Source: an optimization exercise on an open RTL-to-GDS flow (aim: small area and a short achievable clock period). Production flows keep margins and buffers that such runs may drop. At most, simulation tests tie the RTL to the original design; equivalence was not proved. Only the layout flow was run in run 2; the RTL was not checked for function there. Power figures rest on the tool's default switching activity, not on a simulated workload.

===== flow/design.v =====
module stack_bank #(
   parameter int WIDTH  = 32,
   parameter int DEPTH  = 16,
   parameter int STACKS = 4,
   localparam int SEL_W = (STACKS > 1) ? $clog2(STACKS) : 1,
   localparam int CNT_W = $clog2(DEPTH + 1)
) (
   input  logic             clock,
   input  logic             reset,
   input  logic             req,
   input  logic [1:0]       op,
   input  logic [SEL_W-1:0] sel,
   input  logic [WIDTH-1:0] din,
   input  logic             flush,
   output logic [WIDTH-1:0] dout,
   output logic             dout_valid,
   output logic             overflow,
   output logic             underflow,
   output logic [CNT_W-1:0] count,
   output logic             full,
   output logic             empty
);
   localparam int ADDR_W = (DEPTH > 1) ? $clog2(DEPTH) : 1;
   localparam logic [1:0] OP_PEEK    = 2'b00;
   localparam logic [1:0] OP_PUSH    = 2'b01;
   localparam logic [1:0] OP_POP     = 2'b10;
   localparam logic [1:0] OP_REPLACE = 2'b11;
   logic [CNT_W-1:0]  sp  [STACKS];
   logic [WIDTH-1:0]  mem [STACKS][DEPTH];
   logic              sel_ok;
   logic [CNT_W-1:0]  cur_sp;
   logic              cur_full, cur_empty;
   logic [ADDR_W-1:0] top_idx, wr_idx, wr_addr;
   logic              do_op, is_push;
   logic              push_ok, push_rej, rd_ok, rd_rej, pop_ok, wr_en;
   always_comb begin
      sel_ok    = 32'(sel) < STACKS;
      cur_sp    = sel_ok ? sp[sel] : '0;
      cur_full  = sel_ok && (cur_sp == CNT_W'(DEPTH));
      cur_empty = (cur_sp == '0);
      top_idx   = ADDR_W'(cur_sp - CNT_W'(1));
      wr_idx    = ADDR_W'(cur_sp);
      do_op    = req && !flush && sel_ok;
      is_push  = (op == OP_PUSH);
      push_ok  = do_op && is_push && !cur_full;
      push_rej = do_op && is_push && cur_full;
      rd_ok    = do_op && !is_push && !cur_empty;
      rd_rej   = do_op && !is_push && cur_empty;
      pop_ok   = rd_ok && (op == OP_POP);
      wr_en    = push_ok || (rd_ok && (op == OP_REPLACE));
      wr_addr  = push_ok ? wr_idx : top_idx;
   end
   assign count = cur_sp;
   assign full  = cur_full;
   assign empty = cur_empty;
   always_ff @(posedge clock or posedge reset) begin
      if (reset) begin
         for (int s = 0; s < STACKS; s++) sp[s] <= '0;
         dout       <= '0;
         dout_valid <= 1'b0;
         overflow   <= 1'b0;
         underflow  <= 1'b0;
      end else begin
         for (int s = 0; s < STACKS; s++) begin
            if (sel_ok && (sel == SEL_W'(s))) begin
               if (flush)        sp[s] <= '0;
               else if (push_ok) sp[s] <= sp[s] + CNT_W'(1);
               else if (pop_ok)  sp[s] <= sp[s] - CNT_W'(1);
            end
         end
         dout_valid <= rd_ok;
         overflow   <= push_rej;
         underflow  <= rd_rej;
         if (rd_ok) dout <= mem[sel][top_idx];
      end
   end
   always_ff @(posedge clock) begin
      if (wr_en) mem[sel][wr_addr] <= din;
   end
   logic unused_peek_code;
   assign unused_peek_code = (OP_PEEK == 2'b00);
endmodule

===== flow/run.sh =====
#!/bin/bash
# synth_recipe.tcl (not shown) runs the flow's synth.tcl, then flattens the netlist and writes it again
# the make line also repeats each setting of config.mk as NAME=value (left out here)
make -C /OpenROAD-flow-scripts/flow DESIGN_CONFIG=/design/flow/config.mk WORK_HOME=/design/flow/orfs CLKGATE_MAP_FILE= SYNTH_SCRIPT=/design/flow/synth_recipe.tcl finish

===== flow/config.mk =====
export PLATFORM = sky130hd
export DESIGN_NAME = stack_bank
export DESIGN_NICKNAME = stack_bank
export VERILOG_FILES = /design/flow/design.v
export SDC_FILE = /design/flow/constraint.sdc
export NUM_CORES = 4
export LEC_CHECK = 0
export CAP_MARGIN = 20
export CORE_MARGIN = 2
export CORE_UTILIZATION = 40
export SETUP_SLACK_MARGIN = 1.0
export SLEW_MARGIN = 20

===== flow/constraint.sdc =====
create_clock -name core_clock -period 4.5 [get_ports {clock}]
set_input_delay 0.9000 -clock core_clock [delete_from_list [all_inputs] [get_ports {clock}]]
set_output_delay 0.9000 -clock core_clock [all_outputs]
set_load 0.01 [all_outputs]

==> results by group, run 1 <==
STA
  – Tmin final: 3520 ps
  – Unrepaired setup endpoints after global routing: yes
  – Post-route worst setup slack: 978 ps
  – Fmax: 284 MHz
  – Clock Skews: 23.6 ps
  – Relative slew margins: 0.327
  – Slew Limit Fails: 0
  – Slew @ Worst Pin: 1010 ps
  – Post-route setup TNS: 0 ps
  – Final setup fails: 0
  – Final worst path period share: 0.783
  – Final hold violations: 0

Final layout
  – Storage element area: 62,900 µm²
  – Share of layout cells above drive strength 1: 0.238
  – Post-Route Utilization: 0.492
  – Multi-input logic area: 19,800 µm²
  – Non-filler instance count after layout: 8,413
  – Fin nets: 5,587
  – Fill cells: 17,019
  – Area growth syn-to-layout: 22.6%

Floorplanning
  – Chip Width: 460 µm
  – Starting density of the core: 0.402
  – Boundary Pins: 82
  – Placement Rows: 167
  – DIE AREA: 211,000 µm²
  – Core footprint: 207,000 µm²
  – Die height: 460 µm

Synth
  – Syn Nets: 4,907
  – Asr flop ratio synth: 0.0262
  – Post-synth top flop: edfxtp_1
  – Synth area leaders: edfxtp_1, mux2i_1, mux4_2
  – Yosys reg bits: 2,103
  – Gate Count Post-Synth: 4,845
  – Leading area contributor after synthesis: edfxtp_1
  – Syn Area/Cell: 17.1 µm²
  – Post-Syn Area: 83,100 µm²
  – Synth top area share: 0.740
  – Ys Warns: 2
  – Seq/Total Area, Yosys: 0.757
  – Synth cell types: 64
  – Post-synth EDFFs: 2,048

Drt
  – Via/cell ratio: 5.85
  – Antenna-violating nets left: 0
  – Via count: 49,202
  – Total routed wirelength: 242,000 µm
  – First-pass DRT Iterations: 6
  – DR iter-0 viols: 5,518
  – DR WL/cell: 28.8 µm
  – Final routed DRC violation total: 0

Critical path
  – Slowest CP cell: mux4_2
  – Setup crit end kind: output pin
  – WP data required: 3600 ps
  – Startpoint Class: register
  – Worst path max stage delay: 480 ps
  – Kind of critical path: reg2out
  – Critical Path AT: 2620 ps
  – Cell chain of the critical path: mux4_2 -> inv_2 -> buf_6 -> ha_4 -> buf_6 -> nor4b_4 -> buf_4 -> buf_6
  – CP Max Fanout: 2
  – CP most frequent cell: buf_6

Clocking
  – Num CTS Buffers: 205
  – Maximum clock insertion buffer count: 3
  – CTS Sinks: 2,103
  – CTS tree: yes
  – CTS root buf: clkbuf_16
  – Clock latency on the worst-skew pair: 850 ps
  – Max H-tree Level: 4
  – Clock transition at the registers of the reported paths: 60 ps

Place
  – DP HPWL: 147,000 µm
  – Place WS: -658 ps
  – Number of I/O port buffers: 81
  – Inst Count DP: 7,960
  – Global placer's final weighted congestion: 0.827

Status
  – Status: no timing/DRC/antenna violations

Pwr
  – Tot Pwr: 60.9 mW
  – P_sw: 20.2 mW
  – Flop pwr share: 0.364
  – Clock Power Share: 0.279
  – Sw Ratio: 0.331
  – Power Internal: 40.7 mW
  – Cell leakage power: 33.7 nW
  – VDD IR max: 0.465 mV
  – PwrDens: 598 nW/µm²
  – Logic pwr share: 0.357

Global routing
  – Global-route wire length before repair: 343,000 µm
  – Vias in the first global route: 47,936
  – Tot GR Track Use: 0.223
  – Antenna violations before repair: 7
  – Pin count of the biggest net entering global routing: 97
  – Total grt overflow: 0

Flow run
  – Max_cap viols: 0

Hold path
  – Hold Crit Class: in2reg
power by group through the flow:
stage	Sequential, mW	Clock (mW)	Combinational, mW
global placement	22.6	0	19.7
floorplan	22.4	0	9.95
CTS	22.2	17.2	20.4
finish	22.2	17.0	21.8
global route	22.2	18.0	22.9
detailed placement	22.6	0	19.8
metal layers:
metal | global-route usage | up-vias | wire, µm
met4 | 0.0552 | 2 | 5670
met5 | 0 | - | 10
met2 | 0.354 | 2115 | 113000
met3 | 0.0282 | 333 | 18400
met1 | 0.327 | 25839 | 105000
li1 | - | 20913 | -
critical path, delay by kind of cell, from the launching register on:
| family | cells | cell delay, ps |
|---|---|---|
| buffers and inverters | 5 | 540 |
| AND/OR/NAND/NOR | 1 | 210 |
| adder cells (fa/ha/maj) | 1 | 130 |
| flip-flops | 1 | 420 |
| multiplexers | 1 | 480 |
through the flow:
stage | area, µm² | hold slack (ps)
2_1_floorplan | 83900 | 472
3_3_place_gp | 93700 | 499
3_5_place_dp | 93700 | 511
4_1_cts | 101000 | 205
5_1_grt | 102000 | 221
6_report | 102000 | 258
layout by cell type (no fill, tap or decap), drive strengths merged, types with 30 or more instances in the layout:
cell	instances
a2111oi	145
a21oi	123
a31oi	30
a32oi	41
and2	61
and3	140
buf	751
clkbuf	283
clkdlybuf4s50	44
clkinv	79
dfrtp	55
edfxtp	2048
mux2i	473
mux4	121
nand2	419
nand3	107
nor2	96
nor2b	142
o21ai	45
o221ai	72
o22ai	78
o311ai	71
o41ai	70
final cells by class:
cell class                      instances  share of cell area
Inverter                                8            0.000553
Multi-Input combinational cell       2399               0.195
Antenna cell                            3           0.0000737
Timing Repair Buffer                  808              0.0888
Clock inverter                        114              0.0104
Tap cell                             2704              0.0332
Clock buffer                          274              0.0545
Sequential cell                      2103               0.618
flip-flops by register name, indices dropped and copies added (netlist names):
register / flops
mem: 2048
dout: 32
sp: 20
dout_valid: 1
overflow: 1
underflow: 1
Yosys cell counts (70+ instances only):
master,number
a2111oi_0,145
a21oi_1,123
and3_1,140
buf_2,91
clkbuf_1,178
edfxtp_1,2048
mux2i_1,473
mux4_2,121
nand2_1,419
nand3_1,107
nor2_1,95
nor2b_1,142
o221ai_1,72
o22ai_1,78
o41ai_1,70
kinds of logic after synthesis:
| group | count (synthesis) | synth area share |
|---|---|---|
| AND/OR/NAND/NOR | 1015 | 0.0595 |
| XOR/XNOR | 14 | 0.00166 |
| flip-flops | 2103 | 0.757 |
| multiplexers | 595 | 0.0899 |
| AO/OA/AOI/OAI | 753 | 0.0688 |
| buffers and inverters | 343 | 0.0194 |
| adder cells (fa/ha/maj) | 22 | 0.00368 |
final timing paths:
| path | slack (ps) | to | from | depth (start not counted) |
|---|---|---|---|---|
| min reg2reg | 530 | dout[17]$_DFFE_PP0P_ | dout[17]$_DFFE_PP0P_ | 1 |
| min | 260 | mem[12][11]$_DFFE_PP_ | din[11] | 1 |
| max | 980 | empty | sp[0][1]$_DFFE_PP0P_ | 8 |
| max reg2reg | 1000 | dout[3]$_DFFE_PP0P_ | sp[3][2]$_DFFE_PP0P_ | 12 |
| max in group asynchronous | 3250 | dout[31]$_DFFE_PP0P_ | reset | 4 |
| min in group asynchronous | 330 | sp[1][2]$_DFFE_PP0P_ | reset | 2 |
timing repair:
item / 4_1_cts / 5_1_grt
pin swaps: 6 / 20
hold buffers: 0 / 0
setup buffers: 18 / 32
endpoints found under the setup margin: 2106 / 571
gates cloned: 3 / 8
gates resized for setup: 78 / 101
==> run 2: changes to the inputs <==
==> flow/design.v (replaced) <==
module stack_bank #(
   parameter int WIDTH  = 32,
   parameter int DEPTH  = 16,
   parameter int STACKS = 4,
   localparam int SEL_W = (STACKS > 1) ? $clog2(STACKS) : 1,
   localparam int CNT_W = $clog2(DEPTH + 1)
) (
   input  logic             clock,
   input  logic             reset,
   input  logic             req,
   input  logic [1:0]       op,
   input  logic [SEL_W-1:0] sel,
   input  logic [WIDTH-1:0] din,
   input  logic             flush,
   output logic [WIDTH-1:0] dout,
   output logic             dout_valid,
   output logic             overflow,
   output logic             underflow,
   output logic [CNT_W-1:0] count,
   output logic             full,
   output logic             empty
);
   localparam int ADDR_W = (DEPTH > 1) ? $clog2(DEPTH) : 1;
   localparam logic [1:0] OP_PEEK    = 2'b00;
   localparam logic [1:0] OP_PUSH    = 2'b01;
   localparam logic [1:0] OP_POP     = 2'b10;
   localparam logic [1:0] OP_REPLACE = 2'b11;
   logic [STACKS-1:0] sel_hot;
   logic              do_op, is_push, is_pop, is_repl, is_rd;
   always_comb begin
      for (int s = 0; s < STACKS; s++) sel_hot[s] = (sel == SEL_W'(s));
      do_op   = req && !flush;
      is_push = (op == OP_PUSH);
      is_pop  = (op == OP_POP);
      is_repl = (op == OP_REPLACE);
      is_rd   = !is_push;
   end
   logic [CNT_W-1:0]  sp    [STACKS];
   logic [STACKS-1:0] s_full, s_empty;
   logic [WIDTH-1:0]  s_top [STACKS];    
   for (genvar s = 0; s < STACKS; s++) begin : g_stack
      logic [WIDTH-1:0]  row_q [DEPTH];
      logic [ADDR_W-1:0] wr_idx, top_idx;
      logic              push_here, repl_here;
      assign s_full[s]  = (sp[s] == CNT_W'(DEPTH));
      assign s_empty[s] = (sp[s] == '0);
      assign wr_idx     = ADDR_W'(sp[s]);
      assign top_idx    = ADDR_W'(sp[s] - CNT_W'(1));
      assign s_top[s]   = row_q[top_idx];
      assign push_here = sel_hot[s] && do_op && is_push && !s_full[s];
      assign repl_here = sel_hot[s] && do_op && is_repl && !s_empty[s];
      for (genvar i = 0; i < DEPTH; i++) begin : g_row
         logic row_we;
         assign row_we = (push_here && (wr_idx == ADDR_W'(i))) ||
                         (repl_here && (top_idx == ADDR_W'(i)));
         always_ff @(posedge clock) begin
            if (row_we) row_q[i] <= din;
         end
      end
   end
   assign count = sp[sel];
   assign full  = s_full[sel];
   assign empty = s_empty[sel];
   always_ff @(posedge clock or posedge reset) begin
      if (reset) begin
         for (int s = 0; s < STACKS; s++) sp[s] <= '0;
         dout_valid <= 1'b0;
         overflow   <= 1'b0;
         underflow  <= 1'b0;
      end else begin
         for (int s = 0; s < STACKS; s++) begin
            if (sel_hot[s]) begin
               if (flush)                             sp[s] <= '0;
               else if (req && is_push && !s_full[s]) sp[s] <= sp[s] + CNT_W'(1);
               else if (req && is_pop && !s_empty[s]) sp[s] <= sp[s] - CNT_W'(1);
            end
         end
         dout_valid <= do_op && is_rd && !empty;
         overflow   <= do_op && is_push && full;
         underflow  <= do_op && is_rd && empty;
      end
   end
   always_ff @(posedge clock) begin
      dout <= s_top[sel];
   end
endmodule
--- a/flow/config.mk
+++ b/flow/config.mk
@@ -9,3 +9,3 @@
 export CORE_MARGIN = 2
-export CORE_UTILIZATION = 40
+export CORE_UTILIZATION = 60
 export SETUP_SLACK_MARGIN = 1.0
==> run 2 against run 1 <==
Hold slack gained 270 ps. Largest power group is now combinational cells. Count of clock-buffer cells in the layout shrank 4. Combinational power increased by 25%. Still clean on timing, DRC and antenna. Maximum frequency is 2.8% lower. Highest routed layer unchanged.
==> results by group, run 2 <==
Critical path
  – Worst path max stage delay: 560 ps
  – CP Buf/Inv Count: 4
  – Worst-case reg-to-reg path depth: 11
  – Startpoint Class: register
  – Kind of critical path: reg2reg
  – CP most frequent cell: buf_4
  – Worst R2R End: dout[11]$_DFF_P_
  – Critical Path AT: 4340 ps
  – Slowest CP cell: nand4_1
  – FF-to-FF setup slack: 880 ps
  – Setup crit end kind: register
  – CP Max Fanout: 21
  – Crit-path leading delay family: simple AND/OR/NAND/NOR gates
  – RR Startpoint: sp[1][0]$_DFFE_PP0P_
  – Cell chain of the critical path: buf_4 -> ha_4 -> buf_4 -> and4b_1 -> buf_4 -> a221o_1 -> nor3_1 -> nand4_1 -> o21ai_1 -> buf_4 -> nand4_1
  – WP data required: 5220 ps

Drt
  – First-pass DRT Iterations: 10
  – DR WL/cell: 44.0 µm
  – M1 WL: 132,000 µm
  – Wire length on met2: 166,000 µm
  – Met3 wire length: 77,700 µm
  – Highest metal used: met5
  – Final routed DRC violation total: 0
  – DR iter-0 viols: 16,563
  – Via/cell ratio: 8.16
  – Antenna-violating nets left: 0
  – Via count: 76,840
  – Total routed wirelength: 414,000 µm

Pwr
  – Cell leakage power: 36.2 nW
  – VDD IR max: 0.484 mV
  – PwrDens: 614 nW/µm²

Floorplanning
  – Core footprint: 154,000 µm²
  – Chip Width: 398 µm
  – Die height: 398 µm
  – DIE AREA: 158,000 µm²
  – Placement Rows: 144
  – Starting density of the core: 0.604
  – Boundary Pins: 82

Synth
  – Post-Syn Area: 93,000 µm²
  – Post-synth top cells: edfxtp_1, a22oi_1, nand2_1, clkbuf_1, a21oi_1
  – Yosys reg bits: 2,103
  – Synth cell types: 103
  – Synth top area share: 0.661
  – Gate Count Post-Synth: 6,675
  – Syn Nets: 6,739
  – Synth area leaders: edfxtp_1, a22oi_1, mux2i_1
  – Seq/Total Area, Yosys: 0.674
  – Most frequent cell after synthesis: edfxtp_1
  – Syn Area/Cell: 13.9 µm²
  – Post-synth top flop: edfxtp_1
  – Ys Warns: 7
  – Post-synth EDFFs: 2,048
  – Asr flop ratio synth: 0.0109
  – Leading area contributor after synthesis: edfxtp_1

Clocking
  – CTS Sinks: 2,103
  – Clock transition at the registers of the reported paths: 60 ps
  – Maximum clock insertion buffer count: 3
  – Clock latency on the worst-skew pair: 860 ps
  – Hold_buf cts: 0
  – Num CTS Buffers: 210
  – Max H-tree Level: 4
  – CTS tree: yes
  – CTS root buf: clkbuf_16

STA
  – Clock Skews: 26.3 ps
  – Final hold violations: 0
  – Post-route setup TNS: 0 ps
  – Final setup fails: 0
  – Slew Limit Fails: 0
  – Unrepaired setup endpoints after global routing: yes
  – WHS: 527 ps
  – Relative slew margins: 0.202
  – Slew @ Worst Pin: 1200 ps
  – Fmax: 276 MHz
  – Final worst path period share: 0.805
  – Tmin final: 3620 ps

Place
  – Global placer's final weighted congestion: 1.04
  – Inst Count DP: 8,866
  – Number of I/O port buffers: 81
  – DP HPWL: 260,000 µm

Global routing
  – Pin count of the biggest net entering global routing: 72
  – Antenna violations before repair: 27
  – Global-route wire length before repair: 562,000 µm
  – Total grt overflow: 0
  – Vias in the first global route: 71,672
  – Tot GR Track Use: 0.512

Flow run
  – Max_cap viols: 0

Hold path
  – Hold Crit Class: reg2reg
  – Worst hold stages: 2
  – Hold EP: dout[22]$_DFF_P_
  – Min-delay src: g_stack[0].row_q[0][22]$_DFFE_PP_

Final layout
  – Largest regs: g_stack.row_q (2048), dout (32), sp (20)
  – Max reg flops: 2,048
  – Area growth syn-to-layout: 18.8%
  – Non-filler instance count after layout: 9,412
  – Commonest cells after routing, fill and taps aside: edfxtp_1, buf_4, a22oi_1
  – Commonest non-fill, non-tap cell in the layout: edfxtp_1
  – Most flops, register: g_stack.row_q
  – Fin nets: 7,236
  – Share of layout cells above drive strength 1: 0.219
  – Post-Route Utilization: 0.717

Status
  – Status: no timing/DRC/antenna violations
run 2: final cells by class:
cell class                 instances  area, µm²
fill                           10081      43500
clock buffer                     270       5660
inverter                          25        100
multi-input combinational       3973      30000
sequential                      2103      62700
antenna                           10       25.0
timing repair buffer             859       7990
tap                             2044       2560
clock inverter                   128       1420
run 2: per-stage QoR:
step / area (µm²) / setup slack [ps] / power (mW)
5_1_grt: 110000 / 883 / 68.0
4_1_cts: 109000 / 898 / 64.9
2_1_floorplan: 93200 / 259 / 33.6
6_report: 110000 / 876 / 67.8
3_5_place_dp: 100000 / 130 / 45.5
3_3_place_gp: 100000 / 105 / 45.4
run 2: routing by layer:
layer	GRT usage	up-vias
li1	-	28840
met1	0.647	37081
met2	0.704	8662
met3	0.236	2233
met4	0.343	24
met5	0.0142	-
run 2: cell families (layout without fill, tap and decap cells):
logic type / after synthesis / after routing / synth area share
and+or+nand+nor: 1361 / 1362 / 0.0768
other: 0 / 10 / 0
AOI/OAI and AO/OA: 2276 / 2278 / 0.182
xor gates and xnor gates: 7 / 7 / 0.000659
DFF: 2103 / 2103 / 0.674
buffers and inverters: 602 / 1282 / 0.0275
muxes: 302 / 302 / 0.0351
adders and majority gates: 24 / 24 / 0.00323
run 2: worst max-delay path by stage:
stage / cells after the start / slack, ps / endpoint / start
after global routing: 12 / 880 / dout[3]$_DFF_P_ / sp[1][1]$_DFFE_PP0P_
after floorplan: 9 / 260 / g_stack[3].row_q[10][0]$_DFFE_PP_ / sp[3][0]$_DFFE_PP0P_
after global placement: 8 / 100 / dout[28]$_DFF_P_ / sp[3][0]$_DFFE_PP0P_
after CTS: 11 / 900 / dout[3]$_DFF_P_ / sp[0][1]$_DFFE_PP0P_
final: 11 / 880 / dout[11]$_DFF_P_ / sp[1][0]$_DFFE_PP0P_
after detailed placement: 8 / 130 / dout[28]$_DFF_P_ / sp[3][0]$_DFFE_PP0P_
run 2: worst reg2reg max path, cell delays in order, from the launching register on:
cell and delay [ps]:
dfrtp_1 400, buf_4 240, ha_4 300, buf_4 260, and4b_1 310, buf_4 260, a221o_1 340, nor3_1 230
nand4_1 560, o21ai_1 360, buf_4 150, nand4_1 60
run 2: what timing repair did:
item | 4_1_cts | 5_1_grt
gates resized for setup | 235 | 186
cloned | 4 | 0
pin swaps | 44 | 69
endpoints found under the setup margin | 604 | 142
setup buffers | 91 | 42
run 2: report_power, final:
| group | leakage [nW] | internal, mW | switching [mW] |
|---|---|---|---|
| sequential | 19.0 | 21.8 | 0.440 |
| clock | 3.42 | 10.4 | 7.84 |
| combinational | 13.8 | 8.97 | 18.4 |
==> run 3: changes to the inputs <==
==> flow/design.v (replaced) <==
module stack_bank #(
   parameter int WIDTH  = 32,
   parameter int DEPTH  = 16,
   parameter int STACKS = 4,
   localparam int SEL_W = (STACKS > 1) ? $clog2(STACKS) : 1,
   localparam int CNT_W = $clog2(DEPTH + 1)
) (
   input  logic             clock,
   input  logic             reset,
   input  logic             req,
   input  logic [1:0]       op,
   input  logic [SEL_W-1:0] sel,
   input  logic [WIDTH-1:0] din,
   input  logic             flush,
   output logic [WIDTH-1:0] dout,
   output logic             dout_valid,
   output logic             overflow,
   output logic             underflow,
   output logic [CNT_W-1:0] count,
   output logic             full,
   output logic             empty
);
   localparam int ADDR_W = $clog2(DEPTH);
   localparam logic [1:0] OP_PEEK    = 2'b00;
   localparam logic [1:0] OP_PUSH    = 2'b01;
   localparam logic [1:0] OP_POP     = 2'b10;
   localparam logic [1:0] OP_REPLACE = 2'b11;
   logic [STACKS-1:0] sel_hot;
   logic              do_op, push_req, pop_req, repl_req, rd_req;
   always_comb begin
      for (int s = 0; s < STACKS; s++) sel_hot[s] = (sel == SEL_W'(s));
      do_op    = req && !flush;
      push_req = do_op && (op == OP_PUSH);
      pop_req  = do_op && (op == OP_POP);
      repl_req = do_op && (op == OP_REPLACE);
      rd_req   = do_op && (op != OP_PUSH);
   end
   logic [CNT_W-1:0]  sp    [STACKS];
   logic [STACKS-1:0] s_full, s_empty;
   logic [WIDTH-1:0]  s_top [STACKS];    
   for (genvar s = 0; s < STACKS; s++) begin : g_stack
      logic [WIDTH-1:0] row_q [DEPTH];
      logic [DEPTH-1:0] dec;             
      logic             push_here, repl_here;
      assign s_full[s]  = sp[s][ADDR_W];
      assign s_empty[s] = (sp[s] == '0);
      for (genvar k = 0; k < DEPTH; k++) begin : g_dec
         assign dec[k] = (sp[s][ADDR_W-1:0] == ADDR_W'(k));
      end
      logic [WIDTH-1:0] top_or [DEPTH+1];
      assign top_or[0] = '0;
      for (genvar i = 0; i < DEPTH; i++) begin : g_top
         assign top_or[i+1] = top_or[i] | ({WIDTH{dec[(i + 1) % DEPTH]}} & row_q[i]);
      end
      assign s_top[s] = top_or[DEPTH];
      assign push_here = sel_hot[s] && push_req;
      assign repl_here = sel_hot[s] && repl_req;
      for (genvar i = 0; i < DEPTH; i++) begin : g_row
         logic push_row, repl_row, row_we;
         if (i == 0) begin : g_first
            assign push_row = dec[0] && !s_full[s];
         end else begin : g_other
            assign push_row = dec[i];
         end
         if (i == DEPTH - 1) begin : g_last
            assign repl_row = s_full[s];
         end else begin : g_inner
            assign repl_row = dec[i + 1];
         end
         assign row_we = (push_here && push_row) || (repl_here && repl_row);
         always_ff @(posedge clock) begin
            if (row_we) row_q[i] <= din;
         end
      end
   end
   assign count = sp[sel];
   assign full  = s_full[sel];
   assign empty = s_empty[sel];
   always_ff @(posedge clock or posedge reset) begin
      if (reset) begin
         for (int s = 0; s < STACKS; s++) sp[s] <= '0;
         dout_valid <= 1'b0;
         overflow   <= 1'b0;
         underflow  <= 1'b0;
      end else begin
         for (int s = 0; s < STACKS; s++) begin
            if (sel_hot[s]) begin
               if (flush)                          sp[s] <= '0;
               else if (push_req && !s_full[s])    sp[s] <= sp[s] + CNT_W'(1);
               else if (pop_req && !s_empty[s])    sp[s] <= sp[s] - CNT_W'(1);
            end
         end
         dout_valid <= rd_req && !empty;
         overflow   <= push_req && full;
         underflow  <= rd_req && empty;
      end
   end
   logic [WIDTH-1:0] rd_data;
   always_comb begin
      logic [WIDTH-1:0] acc;
      acc = '0;
      for (int s = 0; s < STACKS; s++)
         acc = acc | ({WIDTH{sel_hot[s]}} & s_top[s]);
      rd_data = acc;
   end
   always_ff @(posedge clock) begin
      dout <= rd_data;
   end
endmodule
--- a/flow/config.mk
+++ b/flow/config.mk
@@ -9,4 +9,4 @@
 export CORE_MARGIN = 2
-export CORE_UTILIZATION = 60
-export SETUP_SLACK_MARGIN = 1.0
+export CORE_UTILIZATION = 40
+export SETUP_SLACK_MARGIN = 1.8
 export SLEW_MARGIN = 20
==> run 3 against run 2 <==
Power shrank 22%. Wire length shrank 41%. Hold slack lost 91 ps.
==> results by group, run 3 <==
Status
  – Status: no timing/DRC/antenna violations

Critical path
  – Cell chain of the critical path: buf_6 -> inv_2 -> and3_1 -> a311oi_4 -> a31oi_1 -> buf_4 -> buf_6
  – Kind of critical path: in2out
  – Setup crit end kind: output pin
  – WP data required: 3600 ps
  – Slowest CP cell: a311oi_4
  – CP most frequent cell: buf_6
  – CP Buf/Inv Count: 4
  – Worst path max stage delay: 350 ps
  – CP Max Fanout: 15
  – Startpoint Class: primary input
  – Critical Path AT: 2430 ps
  – Crit-path leading delay family: buffers and inverters

Final layout
  – Storage element area: 62,800 µm²
  – Share of layout cells above drive strength 1: 0.231
  – Fill cells: 16,730
  – Most flops, register: g_stack.row_q
  – Area growth syn-to-layout: 19.5%
  – Fin nets: 5,100
  – Commonest cells after routing, fill and taps aside: edfxtp_1, a22oi_1, buf_4
  – Multi-input logic area: 19,000 µm²
  – Post-Route Utilization: 0.480
  – Final instance area: 97,000 µm²
  – Largest regs: g_stack.row_q (2048), dout (32), sp (20)
  – Commonest non-fill, non-tap cell in the layout: edfxtp_1
  – Max reg flops: 2,048
  – Non-filler instance count after layout: 7,902

STA
  – Fmax: 301 MHz
  – Final worst path period share: 0.739
  – Relative slew margins: 0.257
  – WHS: 436 ps
  – Slew Limit Fails: 0
  – Final hold violations: 0
  – Unrepaired setup endpoints after global routing: yes
  – Slew @ Worst Pin: 1110 ps
  – Post-route setup TNS: 0 ps
  – Final setup fails: 0
  – Tmin final: 3330 ps
  – Clock Skews: 45.8 ps

Pwr
  – VDD IR max: 0.446 mV
  – PwrDens: 543 nW/µm²
  – Cell leakage power: 30.6 nW

Place
  – Number of I/O port buffers: 81
  – Dpl cell area: 87,300 µm²
  – Global placer's final weighted congestion: 0.898
  – Inst Count DP: 7,417
  – DP HPWL: 150,000 µm

Drt
  – Antenna-violating nets left: 0
  – Via/cell ratio: 5.94
  – DR iter-0 viols: 6,058
  – Final routed DRC violation total: 0
  – First-pass DRT Iterations: 5
  – Via count: 46,913
  – Total routed wirelength: 242,000 µm
  – DR WL/cell: 30.7 µm

Synth
  – Syn Area/Cell: 17.4 µm²
  – Asr flop ratio synth: 0.0109
  – Post-Syn Area: 81,200 µm²
  – Post-synth top cells: edfxtp_1, a22oi_1, mux2i_1, clkbuf_1, nor2_1
  – Synth area leaders: edfxtp_1, a22oi_1, mux2i_1
  – Post-synth EDFFs: 2,048
  – Gate Count Post-Synth: 4,666
  – Syn Nets: 4,722
  – Most frequent cell after synthesis: edfxtp_1
  – Leading area contributor after synthesis: edfxtp_1
  – Synth top area share: 0.757
  – Synth cell types: 80
  – Post-synth top flop: edfxtp_1
  – Seq/Total Area, Yosys: 0.772
  – Ys Warns: 11
  – Yosys reg bits: 2,103

Hold path
  – Hold Crit Class: in2async

Clocking
  – CTS root buf: clkbuf_16
  – CTS Sinks: 2,103
  – Num CTS Buffers: 203
  – Clock transition at the registers of the reported paths: 60 ps
  – CTS tree: yes
  – Max H-tree Level: 4
  – Hold_buf cts: 0
  – Maximum clock insertion buffer count: 3
  – Clock latency on the worst-skew pair: 860 ps

Floorplanning
  – Die height: 455 µm
  – Chip Width: 455 µm
  – DIE AREA: 207,000 µm²
  – Placement Rows: 165
  – Core footprint: 202,000 µm²
  – Starting density of the core: 0.402
  – Boundary Pins: 82

Flow run
  – Max_cap viols: 0

Global routing
  – Pin count of the biggest net entering global routing: 65
  – Tot GR Track Use: 0.230
  – Antenna violations before repair: 8
  – Vias in the first global route: 45,191
  – Total grt overflow: 0
  – Global-route wire length before repair: 340,000 µm
run 3: cell count changes after synthesis, sizes merged, moves of 60 or more:
cell    previous run  this run
a21oi            263        78
a221oi           181        31
a222oi           106         0
a31oi             91         8
a32oi             61         1
buf              232       120
clkbuf           345       212
mux2              92       173
mux2i            200       288
nand2            444        80
nand3            202        23
nand4             97         3
o21ai            267       106
run 3: path summary, 6_finish.rpt:
path                                       from                   end  slack (ps)  cells after the start
max                                      sel[0]                 empty        1170                      7
min                                       reset    overflow$_DFF_PP0_         440                      3
max reg2reg                sp[3][1]$_DFFE_PP0P_      dout[15]$_DFF_P_        1740                      9
min reg2reg                sp[1][4]$_DFFE_PP0P_  sp[1][4]$_DFFE_PP0P_         620                      1
max in group asynchronous                 reset  sp[2][1]$_DFFE_PP0P_        3540                      3
min in group core_clock                     req  dout_valid$_DFF_PP0_         460                      2
run 3: per-layer routing:
metal / vias to the layer above / GRT usage / part of all wire
met5: - / 0 / 0.000054
met3: 383 / 0.0406 / 0.087
met2: 2265 / 0.355 / 0.46
met4: 2 / 0.0978 / 0.046
met1: 24330 / 0.323 / 0.41
li1: 19933 / - / -
run 3: kinds of logic after synthesis:
logic type / after synthesis / synth area share
compound gates: 1245 / 0.114
xor+xnor: 8 / 0.000863
fa+ha+maj: 16 / 0.00284
buf+inv: 353 / 0.0189
flops: 2103 / 0.772
mux: 468 / 0.0614
simple gates: 473 / 0.0297
run 3: stage by stage:
stage	setup WS, ps	power (mW)
floorplan	1250	28.3
finish	1170	52.7
global route	1140	54.1
global placement	438	33.7
CTS	1210	52.4
detailed placement	441	33.8
run 3: area by class of cell:
cell class                      instances  share of cell area
Sequential cell                      2103               0.647
Multi-Input combinational cell       2214               0.196
Clock buffer                          254              0.0568
Timing Repair Buffer                  501              0.0505
Tap cell                             2672              0.0345
Clock inverter                        131              0.0143
Inverter                               21            0.000825
Antenna cell                            6            0.000155
run 3: worst reg2reg max path: stages, from the launching register on:
cell and delay [ps]:
dfrtp_4 460, buf_4 230, buf_8 210, buf_8 200, mux2_2 370, a22oi_2 250
o211ai_1 320, nor3_2 270, buf_4 190, o32ai_1 110
run 3: report_power, final:
group	switching (mW)	internal [mW]	leakage (nW)	total [mW]
combinational	8.31	4.78	8.29	13.1
sequential	0.280	21.8	18.9	22.1
clock	7.37	10.1	3.38	17.5
run 3: timing repair:
action                                  4_1_cts  5_1_grt
pin swaps                                    46       45
endpoints found under the setup margin      872      581
cloned                                       10        1
gates resized for setup                     342      114
buffers inserted                             65       18
==> run 4: changes to the inputs <==
--- a/flow/config.mk
+++ b/flow/config.mk
@@ -9,3 +9,5 @@
 export CORE_MARGIN = 2
-export CORE_UTILIZATION = 40
+export CORE_UTILIZATION = 50
+export CTS_BUF_LIST = sky130_fd_sc_hd__clkbuf_8 sky130_fd_sc_hd__clkbuf_16
+export CTS_CLUSTER_SIZE = 30
 export SETUP_SLACK_MARGIN = 1.8
==> run 4 against run 3 <==
Still clean on timing, DRC and antenna. Clock skew down 19 ps. Count of clock-buffer cells in the layout shrank 31. Sequential share of layout area is 0.80 points higher. Die area shrank 20%. Cell area shrank 1.1%. Sequential cell count unchanged. Critical path depth fell by 2. First-iteration DRC count rose by 2.1%. Core utilization up 12 points.
==> results by group, run 4 <==
Critical path
  – CP Max Fanout: 13
  – FF-to-FF setup slack: 1590 ps
  – CP Launch Point: sp[0][3]$_DFFE_PP0P_
  – Startpoint Class: register
  – WP data required: 3600 ps
  – Critical Path AT: 2310 ps
  – End point of the critical path: empty
  – RR Startpoint: sp[2][1]$_DFFE_PP0P_
  – Kind of critical path: reg2out
  – Worst R2R End: dout[0]$_DFF_P_
  – Setup crit end kind: output pin
  – Worst-case reg-to-reg path depth: 10

Place
  – Number of I/O port buffers: 81
  – Global placer's final weighted congestion: 0.927
  – DP HPWL: 144,000 µm
  – Inst Count DP: 6,883

Synth
  – Seq/Total Area, Yosys: 0.772
  – Yosys reg bits: 2,103
  – Most frequent cell after synthesis: edfxtp_1
  – Ys Warns: 11
  – Synth cell types: 80
  – Synth area leaders: edfxtp_1, a22oi_1, mux2i_1
  – Syn Nets: 4,722
  – Gate Count Post-Synth: 4,666
  – Post-synth top cells: edfxtp_1, a22oi_1, mux2i_1, clkbuf_1, nor2_1
  – Synth top area share: 0.757
  – Leading area contributor after synthesis: edfxtp_1
  – Post-synth EDFFs: 2,048
  – Post-synth top flop: edfxtp_1
  – Syn Area/Cell: 17.4 µm²
  – Asr flop ratio synth: 0.0109
  – Post-Syn Area: 81,200 µm²

Final layout
  – Non-filler instance count after layout: 7,377
  – Fin nets: 5,092
  – Commonest cells after routing, fill and taps aside: edfxtp_1, a22oi_1, buf_4
  – Commonest non-fill, non-tap cell in the layout: edfxtp_1
  – Max reg flops: 2,048
  – Most flops, register: g_stack.row_q
  – Share of layout cells above drive strength 1: 0.233
  – Area growth syn-to-layout: 18.1%
  – Largest regs: g_stack.row_q (2048), dout (32), sp (20)

Clocking
  – Clock transition at the registers of the reported paths: 60 ps
  – Num CTS Buffers: 207
  – CTS tree: yes
  – Maximum clock insertion buffer count: 3
  – Clock latency on the worst-skew pair: 860 ps
  – Hold_buf cts: 0
  – Max H-tree Level: 4
  – CTS Sinks: 2,103
  – CTS root buf: clkbuf_16

STA
  – Fmax: 311 MHz
  – Clock Skews: 26.8 ps
  – Unrepaired setup endpoints after global routing: yes
  – Final setup fails: 0
  – Post-route setup TNS: 0 ps
  – Relative slew margins: 0.239
  – Final worst path period share: 0.714
  – Tmin final: 3210 ps
  – Slew @ Worst Pin: 1140 ps
  – Final hold violations: 0
  – Slew Limit Fails: 0
  – WHS: 331 ps

Pwr
  – PwrDens: 539 nW/µm²
  – VDD IR max: 0.477 mV
  – Cell leakage power: 30.6 nW
  – Tot Pwr: 51.7 mW

Floorplanning
  – Core footprint: 161,000 µm²
  – Chip Width: 407 µm
  – Placement Rows: 147
  – DIE AREA: 166,000 µm²
  – Starting density of the core: 0.505
  – Die height: 407 µm
  – Boundary Pins: 82

Drt
  – DR iter-0 viols: 6,187
  – Final routed DRC violation total: 0
  – Via count: 47,320
  – Antenna-violating nets left: 0
  – DR WL/cell: 32.8 µm
  – Total routed wirelength: 242,000 µm
  – First-pass DRT Iterations: 6
  – Via/cell ratio: 6.41

Global routing
  – Global-route wire length before repair: 336,000 µm
  – Tot GR Track Use: 0.289
  – Total grt overflow: 0
  – Vias in the first global route: 44,698
  – Pin count of the biggest net entering global routing: 65
  – Antenna violations before repair: 18

Flow run
  – Max_cap viols: 0

Hold path
  – Hold Crit Class: in2reg

Status
  – Status: no timing/DRC/antenna violations
-- run 4: worst min path at each step --
stage	startpoint	cells past startpoint	slack, ps	to
4_1_cts	flush	2	280	dout_valid$_DFF_PP0_
3_3_place_gp	sp[2][4]$_DFFE_PP0P_	1	560	sp[2][4]$_DFFE_PP0P_
3_5_place_dp	sp[2][4]$_DFFE_PP0P_	1	570	sp[2][4]$_DFFE_PP0P_
2_1_floorplan	sp[2][4]$_DFFE_PP0P_	1	500	sp[2][4]$_DFFE_PP0P_
6_report	flush	2	330	dout_valid$_DFF_PP0_
5_1_grt	flush	2	320	dout_valid$_DFF_PP0_
-- run 4: cell families (layout without fill, tap and decap cells) --
logic type,after synthesis,count (layout),share of synthesized area
fa+ha+maj,16,16,0.00284
xor+xnor,8,8,0.000863
compound gates,1245,1246,0.114
simple gates,473,475,0.0297
mux,468,468,0.0614
other cells,0,12,0
buf+inv,353,889,0.0189
flops,2103,2103,0.772
-- run 4: area by class of cell --
cell class / instances / area, µm²
inverter: 21 / 83.8
multi-input combinational: 2213 / 19200
sequential: 2103 / 62800
antenna: 12 / 30.0
tap: 2160 / 2700
clock inverter: 155 / 1090
timing repair buffer: 490 / 4530
clock buffer: 223 / 5430
fill: 11911 / 65000
-- run 4: per-layer routing --
layer  share of wire  track usage
met2            0.46        0.441
met4           0.039        0.106
met3           0.093       0.0558
met5         0.00013            0
met1            0.41        0.415
-- run 4: report_power, final --
part	switching [mW]	internal [mW]	leakage, nW
logic	8.20	4.56	8.26
registers	0.536	21.9	19.0
clock network	7.32	9.19	3.41
-- run 4: worst max-delay path, stage by stage, from the launching register on --
cell	delay [ps]
dfrtp_4	610
nor2_4	80
and3_1	200
a311oi_2	310
a31oi_4	70
buf_6	190
-- run 4: per-stage QoR --
| stage | util | cell area [µm²] | setup WS, ps |
|---|---|---|---|
| 6_report | 0.596 | 95900 | 1290 |
| 4_1_cts | 0.588 | 94600 | 1290 |
| 3_5_place_dp | 0.538 | 86600 | 629 |
| 5_1_grt | 0.596 | 95900 | 1230 |
| 2_1_floorplan | - | 81600 | 1250 |
| 3_3_place_gp | 0.538 | 86600 | 620 |
-- run 4: timing repair --
| action | in CTS | in global routing |
|---|---|---|
| pin swaps | 13 | 89 |
| resized for setup | 297 | 169 |
| buffers inserted | 56 | 39 |
| setup endpoints to repair | 603 | 302 |
| endpoints found under the hold margin | 0 | 0 |
| cloned | 4 | 4 |

port drivers added, routing unchanged:
How much do the figures lean on ideal ports? The routed layouts below were timed once more, with nothing changed but the port constraints. Step 1: set_driving_cell puts a clkbuf_16 on clock and a buf_2 on each other input, an assumption about the parent block. Step 2, shift: input delay + t, output delay - t, t = (earliest + latest rising clock arrival at the registers) / 2. This alone moves slack from input paths to output paths. a / b / c = ideal / step 1 / step 2; a / b = the first two.
run	shift t [ns]	setup slack, ns	clock arrival spread, ns
run 1	0.918	0.978 / 0.894 / 0.186	0.036 / 0.036
run 2	0.943	0.876 / 0.835 / 0.307	0.033 / 0.033
run 3	0.930	1.174 / 1.090 / 0.983	0.049 / 0.049
run 4	0.922	1.286 / 1.204 / 1.048	0.034 / 0.035
After both steps every run listed still meets setup and hold. For run 1, which loses most, drivers alone change the setup slack by -0.084 ns; drivers and shift together by -0.792 ns.
